From an optimization exercise on the open Yosys and OpenROAD flow, aimed at small area; shortcuts taken in it are not production practice.
At most, simulation tests tie the RTL to the original design; equivalence was not proved.
Power is estimated from default activity; no workload was simulated.

## the baseline
## pusher_top
module pusher_top (
    input  logic          clk,
    input  logic          rst_ff,
    input  logic          valid,
    input  logic          noop,
    input  logic [47:0]   particle_in,
    input  logic [191:0]  phi_in,
    output logic          valid_req,
    output logic [255:0]  raddr,
    output logic          valid_out,
    output logic [47:0]   particle_out,
    output logic          done
);
    logic [9:1]  v;
    logic [47:0] p1, p2, p3, p4, p5, p6, p7, p8, p9;
    logic [3:0]  cnt;
    always_ff @(posedge clk) begin
        v[1] <= valid & ~rst_ff;
        for (int k = 2; k <= 9; k++) v[k] <= v[k-1] & ~rst_ff;
    end
    assign valid_req = v[2];
    assign valid_out = v[9];
    always_ff @(posedge clk) begin
        if (rst_ff)    cnt <= '0;
        else if (v[9]) cnt <= cnt + 4'd1;
    end
    assign done = &cnt;
    logic [7:0] in_pyf, in_pxf, in_rf;
    assign in_pyf = p1[39:32];
    assign in_pxf = p1[23:16];
    assign in_rf  = p1[9:2];
    logic [8:0] k_x0, k_x1, k_y2, k_y3;
    always_comb begin
        k_x0[0] = 1'b1;    
        k_x1[0] = 1'b0;    
        k_y2[0] = 1'b1;
        k_y3[0] = 1'b0;
        for (int i = 0; i < 8; i++) begin
            k_x0[i+1] = (in_pxf[i] & ~in_rf[i]) | (in_pxf[i] & k_x0[i]) | (~in_rf[i] & k_x0[i]);
            k_x1[i+1] = (in_pxf[i] &  in_rf[i]) | (in_pxf[i] & k_x1[i]) | ( in_rf[i] & k_x1[i]);
            k_y2[i+1] = (in_pyf[i] & ~in_rf[i]) | (in_pyf[i] & k_y2[i]) | (~in_rf[i] & k_y2[i]);
            k_y3[i+1] = (in_pyf[i] &  in_rf[i]) | (in_pyf[i] & k_y3[i]) | ( in_rf[i] & k_y3[i]);
        end
    end
    logic c1_x0, c1_x1, c1_y2, c1_y3;
    assign c1_x0 = k_x0[8];
    assign c1_x1 = k_x1[8];
    assign c1_y2 = k_y2[8];
    assign c1_y3 = k_y3[8];
    logic [7:0] w_x0, w_x1, w_y2, w_y3;
    logic [7:0] gy [4];
    logic [7:0] gx [4];
  ...
==> flow/config.mk <==
export PLATFORM = sky130hd
export DESIGN_NAME = pusher_top
export DESIGN_NICKNAME = pusher_top
export VERILOG_FILES = /design/flow/design.v
export SDC_FILE = /design/flow/constraint.sdc
export NUM_CORES = 4
export LEC_CHECK = 0
export CAP_MARGIN = 20
export CORE_MARGIN = 2
export CORE_UTILIZATION = 70
export PLACE_DENSITY = 0.85
export SLEW_MARGIN = 20
export SYNTH_HIERARCHICAL = 1
export SYNTH_MINIMUM_KEEP_SIZE = 0
==> flow/constraint.sdc <==
create_clock -name core_clock -period 5.0 [get_ports {clk}]
set_input_delay 1.0000 -clock core_clock [delete_from_list [all_inputs] [get_ports {clk}]]
set_output_delay 1.0000 -clock core_clock [all_outputs]
set_load 0.01 [all_outputs]
standard.sh (not shown) runs the stock make flow with config.mk's settings and CLKGATE_MAP_FILE= SYNTH_SCRIPT=/design/flow/synth_recipe.tcl, a recipe that flattens the netlist after the stock synthesis.
==> flow/flow/run.sh <==
#!/bin/bash
# The standard layout, with the smallest buffer on the ports and a clock tree of few, large buffers.
set -euo pipefail
export BUFFER_PORTS_ARGS="-buffer_cell sky130_fd_sc_hd__buf_1"
export CTS_ARGS="-sink_clustering_enable -repair_clock_nets -sink_clustering_size 20 -sink_clustering_max_diameter 60 -buf_list sky130_fd_sc_hd__clkbuf_8 -dont_use_dummy_load"
bash standard.sh > make_finish.log 2>&1
> inputs changed (the baseline -> the candidate)
--- a/flow/flow/run.sh
+++ b/flow/flow/run.sh
@@ -5 +5 @@
-export CTS_ARGS="-sink_clustering_enable -repair_clock_nets -sink_clustering_size 20 -sink_clustering_max_diameter 60 -buf_list sky130_fd_sc_hd__clkbuf_8 -dont_use_dummy_load"
+export CTS_ARGS="-sink_clustering_enable -repair_clock_nets -sink_clustering_size 20 -sink_clustering_max_diameter 50 -buf_list {sky130_fd_sc_hd__clkbuf_4 sky130_fd_sc_hd__clkbuf_8} -dont_use_dummy_load"
### Flow results
The candidate does worse than the baseline on total number of vias. Critical path data arrival time: the candidate vs the baseline up 0.02 ns. Between the baseline and the candidate, the flow reports clock-buffer cell count increasing by a little under 10%. Going from the baseline to the candidate, total clock buffers created by CTS grew by a little under 10%. Changes observed in the candidate relative to the baseline: internal portion of total power has increased; post-CTS setup repair buffer count has remained practically unchanged; wire length has increased. Maximum clock frequency: the candidate worse than the baseline. When the candidate is set beside the baseline, its clock period minus final worst setup slack turns out to be 0.021 ns larger.

========
Setup of run a:
Another version of the RTL of pusher_top (not shown whole).
Size in the first run: about 1500 cells after synthesis, about 550 I/O pins, roughly 20000 um2 of cells after synthesis.
Settings: LEC_CHECK=0, CAP_MARGIN=20, CORE_MARGIN=2, CORE_UTILIZATION=65, PLACE_DENSITY=0.75, SLEW_MARGIN=20, SYNTH_HIERARCHICAL=1, SYNTH_MINIMUM_KEEP_SIZE=0; clock period 5.0 ns.
==> flow/flow/run.sh <==
#!/bin/bash
# The standard layout, with the smallest buffer on the ports and a clock tree of few, large buffers.
set -euo pipefail
export BUFFER_PORTS_ARGS="-buffer_cell sky130_fd_sc_hd__buf_1"
export CTS_ARGS="-sink_clustering_enable -repair_clock_nets -sink_clustering_size 20 -sink_clustering_max_diameter 50 -buf_list sky130_fd_sc_hd__clkbuf_16 -dont_use_dummy_load"
bash standard.sh > make_finish.log 2>&1
Run a: done, clean on timing, DRC and antenna
Setup changes, run a to run b
==> flow/flow/run.sh <==
#!/bin/bash
# The standard layout, with the smallest buffer on the ports and a clock tree of few, large buffers.
set -euo pipefail
export BUFFER_PORTS_ARGS="-buffer_cell sky130_fd_sc_hd__buf_1"
export CTS_ARGS="-sink_clustering_enable -repair_clock_nets -sink_clustering_size 14 -sink_clustering_max_diameter 40 -buf_list sky130_fd_sc_hd__clkbuf_8 -dont_use_dummy_load"
bash standard.sh > make_finish.log 2>&1
### Flow results
Compared to run a, run b has highest cell delay on the worst timing path 50 ps higher. | path length in cells of the critical path | higher: run a |. Comparing run a with run b, the combined global-route utilization of all metal layers came out essentially unchanged. Iteration-0 DRC count of the detailed router shrinks by more than 10% when moving from run a to run b. Fmax: run b lower than run a. On instance area after placement, run b and run a are neck and neck. Between run a and run b, the routed wire length figures differ only marginally. [diff] smallest setup slack after layout, run b relative to run a: regression. Count of clock-buffer cells in the layout up about 36% in run b wrt run a.
No functional check of the RTL was part of any run of this note.

==> separate check: timing with driven ports <==
How much do the figures lean on ideal ports? The routed layouts below were timed once more, with nothing changed but the port constraints. Step 1, drivers: a clkbuf_16 drives clk and a buf_2 each remaining input, both assumed. Step 2 moves the port delays by t, midway between the first and last clock arrival at a register: inputs arrive t later, outputs are due t later. That takes back most of the time a late clock gives input paths. a / b / c = no drivers / after step 1 / after step 2; a / b = the first two.
run | t, ns | setup slack, ns | slew at the worst register clock pin (ns)
the baseline | 0.552 | 0.165 / 0.118 / -0.063 | 0.11 / 0.11
the candidate | 0.569 | 0.144 / 0.100 / -0.070 | 0.11 / 0.11
run a | 0.552 | 1.122 / 1.122 / 1.102 | 0.08 / 0.08
run b | 0.597 | 1.076 / 1.076 / 1.076 | 0.09 / 0.09
Met with ideal ports but missed after step 2: setup timing in the baseline and the candidate. The setup slack of the baseline, which loses most, moves by -0.047 ns with the drivers and by -0.228 ns with both steps.
